Context: an optimization exercise on an open-source flow, tuned for small area, a short achievable clock period and few clock cycles per item. The choices shown serve that exercise and are no tape-out recipe. Only simulation tests tie the RTL to the original design; equivalence was not proved.

==> flow/design.v (outline; a module is shown in full before it is edited, if it fits) <==
// module wmcs_cos_unit: 194 lines
// module wmcs_cos_interp: 107 lines
// module wmcs_scaler: 2456 lines
// module windowed_multitone_column_synth_core: 1788 lines
module windowed_multitone_column_synth_core (
    input  logic               i_clk,
    input  logic               i_rst_n,
    input  logic               i_in_valid,
    output logic               o_in_stall,
    input  logic [7:0]         i_column_mask,
    output logic               o_out_valid,
    input  logic               i_out_stall,
    output logic signed [15:0] o_audio_sample,
    output logic               o_column_end,
    input  logic               psel,
    input  logic               penable,
    input  logic               pwrite,
    input  logic [4:0]         paddr,
    input  logic [31:0]        pwdata,
    output logic [31:0]        prdata,
    output logic               pready
);
  // ...
==> flow/flow/run.sh <==
#!/bin/bash
set -euo pipefail
bash standard.sh SETUP_SLACK_MARGIN=5.8 finish > orfs_make.log 2>&1
==> flow/standard.sh <==
#!/bin/bash
# synth_recipe.tcl (not shown) runs the flow's synth.tcl, then flattens the netlist and writes it again
# the make line also repeats each setting of config.mk as NAME=value (left out here)
make -C /OpenROAD-flow-scripts/flow DESIGN_CONFIG=/design/flow/config.mk WORK_HOME=/design/flow/orfs CLKGATE_MAP_FILE= SYNTH_SCRIPT=/design/flow/synth_recipe.tcl "${@:-finish}"
==> flow/config.mk <==
export PLATFORM = sky130hd
export DESIGN_NAME = windowed_multitone_column_synth_core
export DESIGN_NICKNAME = windowed_multitone_column_synth_core
export VERILOG_FILES = /design/flow/design.v
export SDC_FILE = /design/flow/constraint.sdc
export NUM_CORES = 4
export LEC_CHECK = 0
export ABC_AREA = 1
export CAP_MARGIN = 20
export CORE_MARGIN = 2
export CORE_UTILIZATION = 40
export SETUP_SLACK_MARGIN = 5
export SLEW_MARGIN = 20
export SYNTH_MEMORY_MAX_BITS = 32768
==> flow/constraint.sdc <==
create_clock -name core_clock -period 9.0 [get_ports {i_clk}]
set_input_delay 1.8000 -clock core_clock [delete_from_list [all_inputs] [get_ports {i_clk}]]
set_output_delay 1.8000 -clock core_clock [all_outputs]
set_load 0.01 [all_outputs]
==> summary.json, run 1 <==
{
  "area_delta_synth_final": {"value": 19.53, "unit": "%"},
  "place_area": {"value": 0.1323, "unit": "mm^2"},
  "layout.area.seq": {"value": 0.03043, "unit": "mm^2"},
  "netlist_area": {"value": 0.1269, "unit": "mm^2"},
  "synth_simple_gate_area_share": {"value": 19.01, "unit": "%"},
  "place_worst_setup_slack": {"value": 3.987, "unit": "ns"},
  "yosys.area_share.xor_xnor": {"value": 5.225, "unit": "%"},
  "post_cts.resized_instances": {"value": 1362},
  "groute.layer.met3.usage": {"value": 6.856, "unit": "%"},
  "gr-usage-met2": {"value": 48.19, "unit": "%"},
  "max_cap_violations": {"value": 0},
  "worstPathMaxFanout": {"value": 6},
  "clockNetworkAreaShare": {"value": 3.717, "unit": "%"},
  "floorplan.core_area": {"value": 0.3152, "unit": "mm^2"},
  "synth_cells": {"value": 17570},
  "layout.nonclk_buf_share": {"value": 5.640, "unit": "%"},
  "synth_common_cells": {"value": "nand2_1, inv_1, nor2_1"},
  "seq_area_share": {"value": 20.07, "unit": "%"},
  "post_synth_mux_area_share": {"value": 0.02367, "unit": "%"},
  "hold_violation_count_in_the_final_report": {"value": 0},
  "cts_hold_repair.buffers": {"value": 0},
  "antenna_cells": {"value": 8},
  "flip_flop_count_of_the_largest_register_all_copies_and_words_added": {"value": 152},
  "r2r_setup_slack": {"value": 5.31, "unit": "ns"},
  "timing.final.max_slew_violations": {"value": 0},
  "least_margin_pin_slew": {"value": 1.169, "unit": "ns"},
  "tritoncts_clock_tree": {"value": "done"},
  "timing.critical_path.arrival": {"value": 4.56, "unit": "ns"},
  "whs_path_depth": {"value": 0},
  "n_fill_cell": {"value": 30830},
  "hold-worst-slack": {"value": 0.3036, "unit": "ns"},
  "floorplan.die.height": {"value": 567.2, "unit": "um"},
  "hp-class": {"value": "register to register"},
  "largest_register": {"value": "r_tb2a"},
  "setup.worst_path.end_class": {"value": "register"},
  "run_status": {"value": "finished clean"},
  "timing.final.ws_setup": {"value": 5.310, "unit": "ns"},
  "grt-busiest-layer": {"value": "met2"}
}
Testbench counts, summed over its fixed seeds: cycles 5,376, items 5,120.
==> inputs of run 2 (changes only) <==
--- a/flow/config.mk
+++ b/flow/config.mk
@@ -8,7 +8,7 @@
 export ABC_AREA = 1
 export CAP_MARGIN = 20
 export CORE_MARGIN = 2
-export CORE_UTILIZATION = 40
+export CORE_UTILIZATION = 44
 export SETUP_SLACK_MARGIN = 5
 export SLEW_MARGIN = 20
 export SYNTH_MEMORY_MAX_BITS = 32768
==> run 2 against run 1 <==
Net effect:
- still clean
- maximum frequency grew 0.81%
- wire length shrank 0.46%
- non-clock buffer count grew 55
- sequential cell count is the same
- final area grew 0.58%
- critical endpoint is now r_addr1[6][10]
- largest cell class unchanged
==> summary.json, run 2 <==
{
  "gp_congestion": {"value": 1.021, "change": "was 1.009"},
  "fin_crit_sh": {"value": 40.67, "unit": "%", "change": "was 41.00%"},
  "hold-worst-slack": {"value": 0.2869, "unit": "ns", "change": "was 0.3036 ns"},
  "grt_overflow_total": {"value": 0, "change": "unchanged"},
  "area_delta_synth_final": {"value": 20.22, "unit": "%", "change": "was 19.53%"},
  "grt_setup_unrepaired": {"value": "true", "change": "unchanged"},
  "timing_worst_setup_path_type": {"value": "register to register", "change": "unchanged"},
  "cts_hold_repair.buffers": {"value": 0, "change": "unchanged"},
  "max_cap_violations": {"value": 0, "change": "unchanged"},
  "detail_route.iter0.violations": {"value": 17260, "change": "was 16160"},
  "first_pass_grt_wire_length": {"value": 773.7, "unit": "mm", "change": "was 784.3 mm"},
  "run_status": {"value": "finished clean", "change": "unchanged"},
  "first_pass_detailed_route_iteration_total": {"value": 10, "change": "was 13"},
  "cts_max_path_buffers": {"value": 4, "change": "unchanged"},
  "die_footprint": {"value": 0.2927, "unit": "mm^2", "change": "was 0.3217 mm^2"},
  "routed_via_density": {"value": 6.015, "change": "was 5.881"},
  "fin_worst_skew": {"value": 0.07155, "unit": "ns", "change": "was 0.09004 ns"},
  "synth_cells": {"value": 17570, "change": "unchanged"},
  "synth.distinct_cells": {"value": 75, "change": "unchanged"},
  "critPathRequiredTime": {"value": 9.74, "unit": "ns", "change": "was 9.87 ns"},
  "count_of_yosys_warnings_during_synthesis": {"value": 23, "change": "unchanged"},
  "largest_delay_contributor_family_on_the_critical_path": {"value": "adder cells", "change": "unchanged"},
  "least_margin_pin_slew": {"value": 1.166, "unit": "ns", "change": "was 1.169 ns"},
  "path_clk_slew": {"value": 0.08, "unit": "ns", "change": "was 0.06 ns"},
  "dpl.hpwl": {"value": 372.9, "unit": "mm", "change": "was 382.4 mm"},
  "floorplan.die.height": {"value": 541.0, "unit": "um", "change": "was 567.2 um"},
  "synth-edff-count": {"value": 153, "change": "unchanged"},
  "synth.yosys.seq_area_share": {"value": 23.69, "unit": "%", "change": "unchanged"},
  "dr_wl_met3": {"value": 55.29, "unit": "mm", "change": "was 53.70 mm"},
  "effective_utilization_at_floorplan": {"value": 44.15, "unit": "%", "change": "was 40.25%"},
  "n_fill_cell": {"value": 27410, "change": "was 30830"},
  "period_minus_slack": {"value": 3.660, "unit": "ns", "change": "was 3.690 ns"},
  "combined_global_route_utilization_of_all_metal_layers": {"value": 33.98, "unit": "%", "change": "was 31.36%"},
  "synth_common_cells": {"value": "nand2_1, inv_1, nor2_1", "change": "unchanged"},
  "worst_slew_margin_rel": {"value": 22.21, "unit": "%", "change": "was 21.98%"},
  "largest_registers": {"value": "r_tb2a x152, r_q x136, r_x2 x128", "change": "unchanged"},
  "remaining_drc_errors": {"value": 0, "change": "unchanged"},
  "die_width": {"value": 541.0, "unit": "um", "change": "was 567.2 um"},
  "yosys_register_bits": {"value": 1425, "change": "unchanged"},
  "dr_wl_met2": {"value": 225.6, "unit": "mm", "change": "was 228.6 mm"},
  "number_of_antenna_violations_at_the_first_check_in_global_routing": {"value": 16, "change": "was 21"},
  "most_common_library_cell_in_the_layout_ignoring_fill_and_taps": {"value": "nand2_1", "change": "unchanged"},
  "worst_path_max_delay_cell": {"value": "fa_1", "change": "unchanged"},
  "clock-sinks": {"value": 1425, "change": "unchanged"},
  "design.final.nets": {"value": 19800, "change": "was 19750"},
  "grt_max_degree": {"value": 85, "change": "was 103"},
  "place.port_buffers": {"value": 100, "change": "unchanged"},
  "cts-htree-levels": {"value": 4, "change": "unchanged"},
  "layout.area.seq": {"value": 0.03042, "unit": "mm^2", "change": "was 0.03043 mm^2"},
  "cp.buffers_inverters": {"value": 5, "change": "unchanged"},
  "synth_top_area_share": {"value": 20.07, "unit": "%", "change": "unchanged"},
  "average_cell_area_after_synthesis": {"value": 7.221, "unit": "um^2", "change": "unchanged"},
  "tritoncts_clock_tree": {"value": "done", "change": "unchanged"},
  "floorplan.io_pins": {"value": 104, "change": "unchanged"},
  "worstPathMaxFanout": {"value": 5, "change": "was 6"},
  "synthArstFlopShare": {"value": 0, "unit": "%", "change": "unchanged"},
  "metal1_wirelength": {"value": 221.1, "unit": "mm", "change": "was 221.4 mm"},
  "std_cell_rows": {"value": 197, "change": "was 206"},
  "routed_wl": {"value": 529.8, "unit": "mm", "change": "was 532.2 mm"},
  "hold_violation_count_in_the_final_report": {"value": 0, "change": "unchanged"},
  "synth_top_cell_by_area": {"value": "dfxtp_1", "change": "unchanged"},
  "finalSetupViolCount": {"value": 0, "change": "unchanged"},
  "synth_area_leaders": {"value": "dfxtp_1, ha_1, nand2_1", "change": "unchanged"},
  "netlist_area": {"value": 0.1269, "unit": "mm^2", "change": "unchanged"},
  "largest_register": {"value": "r_tb2a", "change": "unchanged"},
  "setup.worst_path.end_class": {"value": "register", "change": "unchanged"},
  "multiInputGateArea": {"value": 0.09192, "unit": "mm^2", "change": "was 0.09154 mm^2"},
  "layout-drive-gt1-share": {"value": 15.74, "unit": "%", "change": "was 15.17%"},
  "timing.final.max_slew_violations": {"value": 0, "change": "unchanged"},
  "cell_chain_of_the_critical_path": {"value": "clkinvlp_4, buf_12, buf_12, fa_2, fa_1, inv_1, ha_1, a21oi_2, nand2_2, or2_4, nand2_2, inv_2, nor3_4, nand3_2, nor2_2, nand4_1, a21oi_4", "change": "was inv_12, nor2_4, a22oi_2, clkinvlp_4, nand2_2, o2111ai_4, xor2_2, fa_1, inv_2, fa_1, inv_2, fa_1, inv_2, fa_2"},
  "clock_insertion_delay_worst_skew": {"value": 0.91, "unit": "ns", "change": "about the same"},
  "flip_flop_count_of_the_largest_register_all_copies_and_words_added": {"value": 152, "change": "unchanged"},
  "route.antenna.remaining_nets": {"value": 0, "change": "unchanged"},
  "routed_len_inst": {"value": 24.18, "unit": "um", "change": "was 23.93 um"},
  "upper_clock_frequency_limit": {"value": 273.2, "unit": "MHz", "change": "was 271.0 MHz"},
  "route.top_layer_used": {"value": "met5", "change": "unchanged"},
  "cts_buffers": {"value": 167, "change": "was 169"},
  "syn_nets": {"value": 19390, "change": "unchanged"},
  "hp-class": {"value": "register to register", "change": "unchanged"},
  "tns": {"value": 0, "unit": "ns", "change": "unchanged"},
  "timing.critical_path.arrival": {"value": 4.40, "unit": "ns", "change": "was 4.56 ns"},
  "max_stage_delay": {"value": 0.55, "unit": "ns", "change": "was 0.51 ns"},
  "synth-main-ff-cell": {"value": "dfxtp_1", "change": "unchanged"},
  "startpoint_type": {"value": "register", "change": "unchanged"},
  "floorplan.core_area": {"value": 0.2874, "unit": "mm^2", "change": "was 0.3152 mm^2"},
  "root_buffer": {"value": "clkbuf_16", "change": "unchanged"},
  "detailroute.via_count": {"value": 131800, "change": "was 130800"},
  "synthMostInstantiatedCell": {"value": "nand2_1", "change": "unchanged"},
  "number_of_global_route_vias_before_repair": {"value": 124400, "change": "was 124700"},
  "final_cell_mix": {"value": "nand2_1, inv_1, nor2_1", "change": "unchanged"}
}
## run 2: cell counts after synthesis
No cell type changed its count.
## run 2: area by class of cell
| type | instances | area share (%) |
|---|---|---|
| multi-input cells | 12840 | 60.26 |
| flip-flops and latches | 1425 | 19.94 |
| inverters | 2581 | 6.737 |
| repair buffers | 966 | 6.134 |
| well taps | 3781 | 3.101 |
| clock buffers | 216 | 3.027 |
| clock inverters | 86 | 0.7694 |
| repair inverters | 7 | 0.03363 |
| diodes | 2 | 0.003281 |
## run 2: path summary, 6_finish.rpt
kind / cells after the start / startpoint / endpoint / slack, ns
setup / recovery: 17 / r_ah1a[1] / r_addr1[6][10] / 5.34
hold / removal: 0 / r_m1a[1] / r_m1[1] / 0.29
setup reg to reg: 17 / r_ah1a[1] / r_addr1[6][10] / 5.34
hold reg to reg: 0 / r_m1a[1] / r_m1[1] / 0.29
## run 2: timing repair
item / in CTS / in global routing
setup buffers: 438 / 224
gates resized for setup: 1507 / 987
cloned: 31 / 4
pin swaps: 391 / 479
endpoints found under the setup margin: 712 / 759
## run 2: metrics by stage
step / std cells / setup WS (ns) / cell area (um^2) / util [%]
3_3_place_gp: 20910 / 3.243 / 131700 / 45.82
4_1_cts: 21680 / 5.437 / 146700 / 51.06
5_1_grt: 21910 / 5.227 / 152500 / 53.07
6_report: 21910 / 5.340 / 152500 / 53.08
2_1_floorplan: 17570 / 5.533 / 127700 / -
3_5_place_dp: 20910 / 3.261 / 131700 / 45.82
## run 2: layer usage
| layer | GRT usage [%] | vias up |
|---|---|---|
| li1 | - | 60230 |
| met3 | 7.469 | 1878 |
| met4 | 14.40 | 10 |
| met2 | 51.46 | 7839 |
| met1 | 46.36 | 61810 |
| met5 | 0.1315 | - |
## run 2: cells by family (layout without fill, tap and decap cells)
logic type                 count (synthesis)  in the layout  synth area share, %
AOI/OAI and AO/OA                       4398           4398                21.26
DFF                                     1425           1425                23.69
xor gates and xnor gates                 757            757                5.225
and+or+nand+nor                         5915           5919                19.01
adders and majority gates               1764           1764                20.91
other                                      1              3             0.002955
buffers and inverters                   3308           3856                9.872
muxes                                      3              3              0.02367
## run 2: worst register-to-register path: cells and delay by family, from the launching register on
kind	cells	cell delay, ns
DFF	1	0.35
and+or+nand+nor	7	1.10
adders and majority gates	3	1.15
buffers and inverters	5	0.50
AOI/OAI and AO/OA	2	0.44
==> inputs of run 3 (changes only) <==
==> flow/run.sh (new file) <==
#!/bin/bash
# synth_recipe.tcl (not shown) runs the flow's synth.tcl, then flattens the netlist and writes it again
# the make line also repeats each setting of config.mk as NAME=value (left out here)
make -C /OpenROAD-flow-scripts/flow DESIGN_CONFIG=/design/flow/config.mk WORK_HOME=/design/flow/orfs CLKGATE_MAP_FILE= SYNTH_SCRIPT=/design/flow/synth_recipe.tcl finish
--- a/flow/config.mk
+++ b/flow/config.mk
@@ -8,7 +8,7 @@
 export ABC_AREA = 1
 export CAP_MARGIN = 20
 export CORE_MARGIN = 2
-export CORE_UTILIZATION = 44
+export CORE_UTILIZATION = 40
 export SETUP_SLACK_MARGIN = 5
 export SLEW_MARGIN = 20
 export SYNTH_MEMORY_MAX_BITS = 32768
removed: flow/flow/run.sh
removed: flow/standard.sh
==> run 3 against run 2 <==
Net effect:
- clock skew rose by 0.011 ns
- final area fell by 9.1%
- first-iteration DRC count is 12% lower
- setup slack lost 0.25 ns
==> summary.json, run 3 <==
{
  "average_cell_area_after_synthesis": {"value": 7.221, "unit": "um^2", "change": "unchanged"},
  "timing.final.ws_setup": {"value": 5.092, "unit": "ns", "change": "was 5.340 ns"},
  "first_pass_detailed_route_iteration_total": {"value": 9, "change": "was 10"},
  "root_buffer": {"value": "clkbuf_16", "change": "unchanged"},
  "hp-class": {"value": "register to register", "change": "unchanged"},
  "floorplan.io_pins": {"value": 104, "change": "unchanged"},
  "startpoint_type": {"value": "register", "change": "unchanged"},
  "cts-htree-levels": {"value": 4, "change": "unchanged"},
  "dpl.hpwl": {"value": 374.0, "unit": "mm", "change": "was 372.9 mm"},
  "timing.reg2reg.worst_path_depth": {"value": 9, "change": "was 17"},
  "synth_top_cell_by_area": {"value": "dfxtp_1", "change": "unchanged"},
  "detail_route.iter0.violations": {"value": 15230, "change": "was 17260"},
  "gr-usage-met1": {"value": 39.97, "unit": "%", "change": "was 46.36%"},
  "remaining_drc_errors": {"value": 0, "change": "unchanged"},
  "place_area": {"value": 0.1319, "unit": "mm^2", "change": "was 0.1317 mm^2"},
  "combined_global_route_utilization_of_all_metal_layers": {"value": 29.59, "unit": "%", "change": "was 33.98%"},
  "floorplan.core_area": {"value": 0.3152, "unit": "mm^2", "change": "was 0.2874 mm^2"},
  "std_cell_rows": {"value": 206, "change": "was 197"},
  "cts_max_path_buffers": {"value": 4, "change": "unchanged"},
  "groute.layer.met3.usage": {"value": 5.845, "unit": "%", "change": "was 7.469%"},
  "r2r-start": {"value": "r_waddr1a[4]", "change": "was r_ah1a[1]"},
  "place_worst_setup_slack": {"value": 4.303, "unit": "ns", "change": "was 3.261 ns"},
  "synth-main-ff-cell": {"value": "dfxtp_1", "change": "unchanged"},
  "routed_len_inst": {"value": 22.93, "unit": "um", "change": "was 24.18 um"},
  "synth_area_leaders": {"value": "dfxtp_1, ha_1, nand2_1", "change": "unchanged"},
  "first_pass_grt_wire_length": {"value": 743.4, "unit": "mm", "change": "was 773.7 mm"},
  "gr-usage-met2": {"value": 45.63, "unit": "%", "change": "was 51.46%"},
  "tns": {"value": 0, "unit": "ns", "change": "unchanged"},
  "area_delta_synth_final": {"value": 9.264, "unit": "%", "change": "was 20.22%"},
  "hold_violation_count_in_the_final_report": {"value": 0, "change": "unchanged"},
  "postLayoutCoreUtil": {"value": 43.98, "unit": "%", "change": "was 53.08%"},
  "number_of_global_route_vias_before_repair": {"value": 120100, "change": "was 124400"},
  "worst_slew_margin_rel": {"value": 24.13, "unit": "%", "change": "was 22.21%"},
  "effective_utilization_at_floorplan": {"value": 40.25, "unit": "%", "change": "was 44.15%"},
  "floorplan.die.height": {"value": 567.2, "unit": "um", "change": "was 541.0 um"},
  "worstPathMaxFanout": {"value": 13, "change": "was 5"},
  "tritoncts_clock_tree": {"value": "done", "change": "unchanged"},
  "cts_buffers": {"value": 174, "change": "was 167"},
  "synth_cells": {"value": 17570, "change": "unchanged"},
  "netlist_area": {"value": 0.1269, "unit": "mm^2", "change": "unchanged"},
  "clock_insertion_delay_worst_skew": {"value": 0.91, "unit": "ns", "change": "about the same"},
  "finish.instance_area": {"value": 0.1386, "unit": "mm^2", "change": "was 0.1525 mm^2"},
  "synth.distinct_cells": {"value": 75, "change": "unchanged"},
  "hold_path_startpoint": {"value": "r_last3", "change": "was r_m1a[1]"},
  "cts_hold_repair.buffers": {"value": 0, "change": "unchanged"},
  "path_clk_slew": {"value": 0.06, "unit": "ns", "change": "was 0.08 ns"},
  "synthArstFlopShare": {"value": 0, "unit": "%", "change": "unchanged"},
  "clock-sinks": {"value": 1425, "change": "unchanged"},
  "routed_via_density": {"value": 5.821, "change": "was 6.015"},
  "hold_end": {"value": "r_last4", "change": "was r_m1[1]"},
  "grt_max_degree": {"value": 86, "change": "was 85"},
  "synthMostInstantiatedCell": {"value": "nand2_1", "change": "unchanged"},
  "grt_overflow_total": {"value": 0, "change": "unchanged"},
  "grt-busiest-layer": {"value": "met2", "change": "unchanged"},
  "yosys_register_bits": {"value": 1425, "change": "unchanged"},
  "largest_registers": {"value": "r_tb2a x152, r_q x136, r_x2 x128", "change": "unchanged"},
  "fin_crit_sh": {"value": 43.43, "unit": "%", "change": "was 40.67%"},
  "design.final.nets": {"value": 19170, "change": "was 19800"},
  "synth_common_cells": {"value": "nand2_1, inv_1, nor2_1", "change": "unchanged"},
  "least_margin_pin_slew": {"value": 1.137, "unit": "ns", "change": "was 1.166 ns"},
  "count_of_yosys_warnings_during_synthesis": {"value": 23, "change": "unchanged"},
  "die_footprint": {"value": 0.3217, "unit": "mm^2", "change": "was 0.2927 mm^2"},
  "number_of_antenna_violations_at_the_first_check_in_global_routing": {"value": 16, "change": "unchanged"},
  "run_status": {"value": "finished clean", "change": "unchanged"},
  "max_cap_violations": {"value": 0, "change": "unchanged"},
  "whs_path_depth": {"value": 0, "change": "unchanged"},
  "timing_worst_setup_path_type": {"value": "register to register", "change": "unchanged"},
  "period_minus_slack": {"value": 3.908, "unit": "ns", "change": "was 3.660 ns"},
  "syn_nets": {"value": 19390, "change": "unchanged"},
  "synth-edff-count": {"value": 153, "change": "unchanged"},
  "largest_register": {"value": "r_tb2a", "change": "unchanged"},
  "setup.worst_path.end_class": {"value": "register", "change": "unchanged"},
  "route.antenna.remaining_nets": {"value": 0, "change": "unchanged"},
  "critPathRequiredTime": {"value": 9.76, "unit": "ns", "change": "was 9.74 ns"},
  "upper_clock_frequency_limit": {"value": 255.9, "unit": "MHz", "change": "was 273.2 MHz"},
  "r2r_setup_slack": {"value": 5.09, "unit": "ns", "change": "was 5.34 ns"},
  "most_common_library_cell_in_the_layout_ignoring_fill_and_taps": {"value": "nand2_1", "change": "unchanged"},
  "routed_wl": {"value": 496.5, "unit": "mm", "change": "was 529.8 mm"},
  "die_width": {"value": 567.2, "unit": "um", "change": "was 541.0 um"},
  "fin_worst_skew": {"value": 0.08257, "unit": "ns", "change": "was 0.07155 ns"},
  "synth_top_area_share": {"value": 20.07, "unit": "%", "change": "unchanged"},
  "finalSetupViolCount": {"value": 0, "change": "unchanged"},
  "timing.final.max_slew_violations": {"value": 0, "change": "unchanged"},
  "gp_congestion": {"value": 1.038, "change": "was 1.021"},
  "timing.critical_path.arrival": {"value": 4.67, "unit": "ns", "change": "was 4.40 ns"},
  "place.port_buffers": {"value": 100, "change": "unchanged"},
  "layout-drive-gt1-share": {"value": 4.333, "unit": "%", "change": "was 15.74%"},
  "synth.yosys.seq_area_share": {"value": 23.69, "unit": "%", "change": "unchanged"},
  "regToRegEndpoint": {"value": "r_wb1[2]", "change": "was r_addr1[6][10]"},
  "grt_setup_unrepaired": {"value": "true", "change": "unchanged"},
  "flip_flop_count_of_the_largest_register_all_copies_and_words_added": {"value": 152, "change": "unchanged"},
  "detailroute.via_count": {"value": 126100, "change": "was 131800"},
  "final_cell_mix": {"value": "nand2_1, inv_1, nor2_1", "change": "unchanged"}
}
## run 3: cell types whose count changed in the layout (fill, tap and decap cells not counted), moves of 120 or more
cell / previous run / this run
buf_4: 606 / 236
inv_1: 2260 / 2500
nand2_1: 3034 / 3206
buf_6: 171 / 2
inv_2: 152 / 13
a221oi_1: 133 / 265
ha_1: 1043 / 1163
## run 3: worst max-delay path, stage by stage, from the launching register on
cell and delay, ns:
dfxtp_1 0.84, inv_1 0.58, ha_1 0.54, nand2_1 0.33, inv_1 0.23, nor2_1 0.35, o22ai_1 0.12, o21ai_0 0.33
nand4_1 0.28, a21o_1 0.23
## run 3: cell families after synthesis
kind of cell             after synthesis  share of synthesized area, %
flip-flops                          1425                         23.69
buffers and inverters               3308                         9.872
AO/OA/AOI/OAI                       4398                         21.26
AND/OR/NAND/NOR                     5915                         19.01
adder cells (fa/ha/maj)             1764                         20.91
multiplexers                           3                       0.02367
XOR/XNOR                             757                         5.225
other                                  1                      0.002955
## run 3: per-layer routing
layer / up-vias / part of all wire (%)
li1: 58880 / -
met1: 58850 / 42
met2: 6822 / 43
met3: 1506 / 9.8
met4: 10 / 5.0
met5: - / 0.013
## run 3: cell type report
cell class / instances / area (um^2)
Antenna cell: 2 / 5.005
Clock buffer: 222 / 4816
Clock inverter: 91 / 1221
Fill cell: 32640 / 176600
Inverter: 2581 / 9782
Multi-Input combinational cell: 12840 / 84710
Sequential cell: 1425 / 30120
Tap cell: 4160 / 5205
Timing Repair Buffer: 337 / 2785
## run 3: stage by stage
step / cells / hold slack [ns]
finish: 21660 / 0.2978
global placement: 21310 / 0.3129
global route: 21660 / 0.2908
detailed placement: 21310 / 0.3144
floorplan: 17570 / 0.3096
CTS: 21630 / 0.2920
## run 3: worst max-delay path by stage
| stage | start | endpoint |
|---|---|---|
| final | r_waddr1a[4] | r_wb1[2] |
| after global routing | r_bh1a[4] | r_addr1[5][10] |
| after CTS | r_ah1a[1] | r_addr1[5][10] |
| after detailed placement | r_bh1a[4] | r_addr1[5][10] |
| after global placement | r_bh1a[4] | r_addr1[5][10] |
| after floorplan | r_wmag2a[2] | u_scaler.r_w1[17] |
## run 3: what timing repair did
action / in CTS / in global routing
pin swaps: 1 / 3
gates resized for setup: 43 / 89
endpoints found under the setup margin: 92 / 136
setup buffers: 5 / 25
==> inputs of run 4 (changes only) <==
--- a/flow/config.mk
+++ b/flow/config.mk
@@ -8,7 +8,7 @@
 export ABC_AREA = 1
 export CAP_MARGIN = 20
 export CORE_MARGIN = 2
-export CORE_UTILIZATION = 40
+export CORE_UTILIZATION = 45
 export SETUP_SLACK_MARGIN = 5
 export SLEW_MARGIN = 20
 export SYNTH_MEMORY_MAX_BITS = 32768
==> run 4 against run 3 <==
Net effect:
- critical path type unchanged
- setup slack worse by 0.082 ns
- first-iteration DRC count about the same
- worst hold slack better by 0.024 ns
- final area down 0.12%
- core utilization up 5.5 points
- maximum frequency down 2.1%
- still clean
- sequential cell count unchanged
- largest cell class unchanged
- sequential share of layout area about the same
==> summary.json, run 4 <==
{
  "cts-htree-levels": {"value": 4, "change": "unchanged"},
  "tns": {"value": 0, "unit": "ns", "change": "unchanged"},
  "synth.yosys.seq_area_share": {"value": 23.69, "unit": "%", "change": "unchanged"},
  "synth_top_cell_by_area": {"value": "dfxtp_1", "change": "unchanged"},
  "synth_top_area_share": {"value": 20.07, "unit": "%", "change": "unchanged"},
  "hold_path_startpoint": {"value": "r_last3a", "change": "was r_last3"},
  "least_margin_pin_slew": {"value": 1.145, "unit": "ns", "change": "was 1.137 ns"},
  "first_pass_detailed_route_iteration_total": {"value": 8, "change": "was 9"},
  "dpl.hpwl": {"value": 378.1, "unit": "mm", "change": "was 374.0 mm"},
  "startpoint_type": {"value": "register", "change": "unchanged"},
  "largest_register": {"value": "r_tb2a", "change": "unchanged"},
  "critical_path.startpoint": {"value": "r_amp[12]", "change": "was r_waddr1a[4]"},
  "clock-sinks": {"value": 1425, "change": "unchanged"},
  "hp-class": {"value": "register to register", "change": "unchanged"},
  "count_of_yosys_warnings_during_synthesis": {"value": 23, "change": "unchanged"},
  "detailroute.via_count": {"value": 126800, "change": "was 126100"},
  "fin_crit_sh": {"value": 44.34, "unit": "%", "change": "was 43.43%"},
  "floorplan.io_pins": {"value": 104, "change": "unchanged"},
  "cts_max_path_buffers": {"value": 4, "change": "unchanged"},
  "design.final.nets": {"value": 19190, "change": "was 19170"},
  "tritoncts_clock_tree": {"value": "done", "change": "unchanged"},
  "n_fill_cell": {"value": 28090, "change": "was 32640"},
  "finalSetupViolCount": {"value": 0, "change": "unchanged"},
  "grt_max_degree": {"value": 90, "change": "was 86"},
  "synth-edff-count": {"value": 153, "change": "unchanged"},
  "final_cell_mix": {"value": "nand2_1, inv_1, nor2_1", "change": "unchanged"},
  "effective_utilization_at_floorplan": {"value": 45.34, "unit": "%", "change": "was 40.25%"},
  "clock_insertion_delay_worst_skew": {"value": 0.91, "unit": "ns", "change": "about the same"},
  "layout-drive-gt1-share": {"value": 4.559, "unit": "%", "change": "was 4.333%"},
  "run_status": {"value": "finished clean", "change": "unchanged"},
  "flip_flop_count_of_the_largest_register_all_copies_and_words_added": {"value": 152, "change": "unchanged"},
  "place.port_buffers": {"value": 100, "change": "unchanged"},
  "first_pass_grt_wire_length": {"value": 755.4, "unit": "mm", "change": "was 743.4 mm"},
  "grt_setup_unrepaired": {"value": "true", "change": "unchanged"},
  "detail_route.iter0.violations": {"value": 15220, "change": "was 15230"},
  "placed_cells": {"value": 20870, "change": "was 21310"},
  "cell_chain_of_the_critical_path": {"value": "inv_1, o22ai_1, nor2_1, xor2_1, ha_1, fa_1, inv_1, fa_1, inv_1, fa_1", "change": "was inv_1, ha_1, nand2_1, inv_1, nor2_1, o22ai_1, o21ai_0, nand4_1, a21o_1"},
  "number_of_antenna_violations_at_the_first_check_in_global_routing": {"value": 21, "change": "was 16"},
  "die_footprint": {"value": 0.2862, "unit": "mm^2", "change": "was 0.3217 mm^2"},
  "upper_clock_frequency_limit": {"value": 250.6, "unit": "MHz", "change": "was 255.9 MHz"},
  "die_width": {"value": 535.0, "unit": "um", "change": "was 567.2 um"},
  "max_stage_delay": {"value": 0.86, "unit": "ns", "change": "was 0.84 ns"},
  "grt_overflow_total": {"value": 0, "change": "unchanged"},
  "finish.cell_count_without_fillers": {"value": 21240, "change": "was 21660"},
  "period_minus_slack": {"value": 3.990, "unit": "ns", "change": "was 3.908 ns"},
  "synth_cells": {"value": 17570, "change": "unchanged"},
  "floorplan.die.height": {"value": 535.0, "unit": "um", "change": "was 567.2 um"},
  "critPathRequiredTime": {"value": 9.73, "unit": "ns", "change": "was 9.76 ns"},
  "worst_slew_margin_rel": {"value": 23.56, "unit": "%", "change": "was 24.13%"},
  "floorplan.core_area": {"value": 0.2799, "unit": "mm^2", "change": "was 0.3152 mm^2"},
  "worst_path_max_delay_cell": {"value": "dfxtp_1", "change": "unchanged"},
  "cts_buffers": {"value": 173, "change": "was 174"},
  "synth_area_leaders": {"value": "dfxtp_1, ha_1, nand2_1", "change": "unchanged"},
  "gp_congestion": {"value": 1.025, "change": "was 1.038"},
  "number_of_global_route_vias_before_repair": {"value": 121200, "change": "was 120100"},
  "root_buffer": {"value": "clkbuf_16", "change": "unchanged"},
  "whs_path_depth": {"value": 0, "change": "unchanged"},
  "routed_via_density": {"value": 5.969, "change": "was 5.821"},
  "r2r-start": {"value": "r_amp[12]", "change": "was r_waddr1a[4]"},
  "synthMostInstantiatedCell": {"value": "nand2_1", "change": "unchanged"},
  "routed_wl": {"value": 503.9, "unit": "mm", "change": "was 496.5 mm"},
  "timing.reg2reg.worst_path_depth": {"value": 10, "change": "was 9"},
  "path_clk_slew": {"value": 0.06, "unit": "ns", "change": "about the same"},
  "route.antenna.remaining_nets": {"value": 0, "change": "unchanged"},
  "timing_worst_setup_path_type": {"value": "register to register", "change": "unchanged"},
  "setup.worst_path.end_class": {"value": "register", "change": "unchanged"},
  "yosys_register_bits": {"value": 1425, "change": "unchanged"},
  "area_delta_synth_final": {"value": 9.133, "unit": "%", "change": "was 9.264%"},
  "most_common_library_cell_in_the_layout_ignoring_fill_and_taps": {"value": "nand2_1", "change": "unchanged"},
  "combined_global_route_utilization_of_all_metal_layers": {"value": 33.94, "unit": "%", "change": "was 29.59%"},
  "remaining_drc_errors": {"value": 0, "change": "unchanged"},
  "cts_hold_repair.buffers": {"value": 0, "change": "unchanged"},
  "hold_violation_count_in_the_final_report": {"value": 0, "change": "unchanged"},
  "synth-main-ff-cell": {"value": "dfxtp_1", "change": "unchanged"},
  "timing.final.max_slew_violations": {"value": 0, "change": "unchanged"},
  "average_cell_area_after_synthesis": {"value": 7.221, "unit": "um^2", "change": "unchanged"},
  "max_cap_violations": {"value": 0, "change": "unchanged"},
  "synthArstFlopShare": {"value": 0, "unit": "%", "change": "unchanged"},
  "synth.distinct_cells": {"value": 75, "change": "unchanged"},
  "netlist_area": {"value": 0.1269, "unit": "mm^2", "change": "unchanged"},
  "synth_common_cells": {"value": "nand2_1, inv_1, nor2_1", "change": "unchanged"},
  "std_cell_rows": {"value": 194, "change": "was 206"},
  "syn_nets": {"value": 19390, "change": "unchanged"},
  "routed_len_inst": {"value": 23.73, "unit": "um", "change": "was 22.93 um"},
  "fin_worst_skew": {"value": 0.08317, "unit": "ns", "change": "was 0.08257 ns"},
  "largest_registers": {"value": "r_tb2a x152, r_q x136, r_x2 x128", "change": "unchanged"},
  "timing.critical_path.arrival": {"value": 4.72, "unit": "ns", "change": "was 4.67 ns"},
  "worstPathMaxFanout": {"value": 14, "change": "was 13"}
}
==> run 4: cell counts after synthesis <==
No cell type changed its count.
==> run 4: final cells by class <==
cell class	count	area, um^2	area share [%]
tap	3724	4659	3.365
antenna	10	25.02	0.01807
clock inverter	91	1341	0.9686
multi-input combinational	12840	84780	61.22
sequential	1425	30120	21.75
timing repair buffer	352	2944	2.126
clock buffer	217	4797	3.464
inverter	2581	9807	7.082
==> run 4: cell families (layout without fill, tap and decap cells) <==
| family | count (synthesis) | after routing | share of synthesized area, % |
|---|---|---|---|
| other | 1 | 11 | 0.002955 |
| xor gates and xnor gates | 757 | 757 | 5.225 |
| buffers and inverters | 3308 | 3241 | 9.872 |
| DFF | 1425 | 1425 | 23.69 |
| and+or+nand+nor | 5915 | 5915 | 19.01 |
| adders and majority gates | 1764 | 1764 | 20.91 |
| AOI/OAI and AO/OA | 4398 | 4398 | 21.26 |
| muxes | 3 | 3 | 0.02367 |
==> run 4: timing repair <==
item	CTS	global route
pin swaps	1	5
buffers inserted	10	36
gates resized for setup	51	107
endpoints found under the setup margin	95	128
==> run 4: path summary, 6_finish.rpt <==
path	slack [ns]	end
max	5.01	u_scaler.r_w1[19]
min	0.32	r_last3
max reg2reg	5.01	u_scaler.r_w1[19]
min reg2reg	0.32	r_last3
==> run 4: stage by stage <==
stage	utilization [%]	instance area (um^2)	hold slack [ns]	setup WS (ns)
floorplan	-	126900	0.3096	5.169
global placement	46.93	131400	0.3111	4.244
detailed placement	46.94	131400	0.3121	4.207
CTS	49.21	137700	0.3230	4.965
global route	49.47	138500	0.3298	4.861
finish	49.48	138500	0.3221	5.010
==> run 4: worst max-delay path: cells and delay by family, from the launching register on <==
family	cells	cell delay, ns
fa+ha+maj	4	1.73
flops	1	0.86
buf+inv	3	0.63
compound gates	1	0.28
xor+xnor	1	0.23
simple gates	1	0.08
==> run 4: routing by layer <==
layer / track usage (%) / routed length (um) / vias to the layer above
li1: - / - / 58880
met1: 46.00 / 212800 / 59180
met2: 51.91 / 214700 / 7064
met3: 6.732 / 49330 / 1646
met4: 15.59 / 26990 / 8
met5: 0 / 57 / -

[re-timing with driven ports]
Ports are ideal in the flow. The routed layouts listed here were re-timed in OpenROAD.
Step 1 (the two cells are an assumption about what drives the block):
set clk [get_ports {i_clk}]
set_driving_cell -lib_cell sky130_fd_sc_hd__clkbuf_16 $clk
set_driving_cell -lib_cell sky130_fd_sc_hd__buf_2 [delete_from_list [all_inputs] $clk]
Step 2 also shifts input and output timing later by t, the mid clock arrival at the registers, as if the neighbouring blocks saw the same clock.
a / b / c = ideal ports / drivers / drivers and shift; a / b = the first two.
run	shift t [ns]	setup WS [ns]	cell pins on the clock port's net
run 1	0.999	5.310 / 5.310 / 4.811	1
run 2	0.965	5.340 / 5.340 / 4.896	1
run 3	0.970	5.092 / 5.092 / 4.431	1
run 4	0.984	5.010 / 5.010 / 4.325	1
After both steps setup and hold are still met in every run listed. For run 4, which loses most, drivers alone change the setup slack by 0.000 ns; drivers and shift together by -0.685 ns.
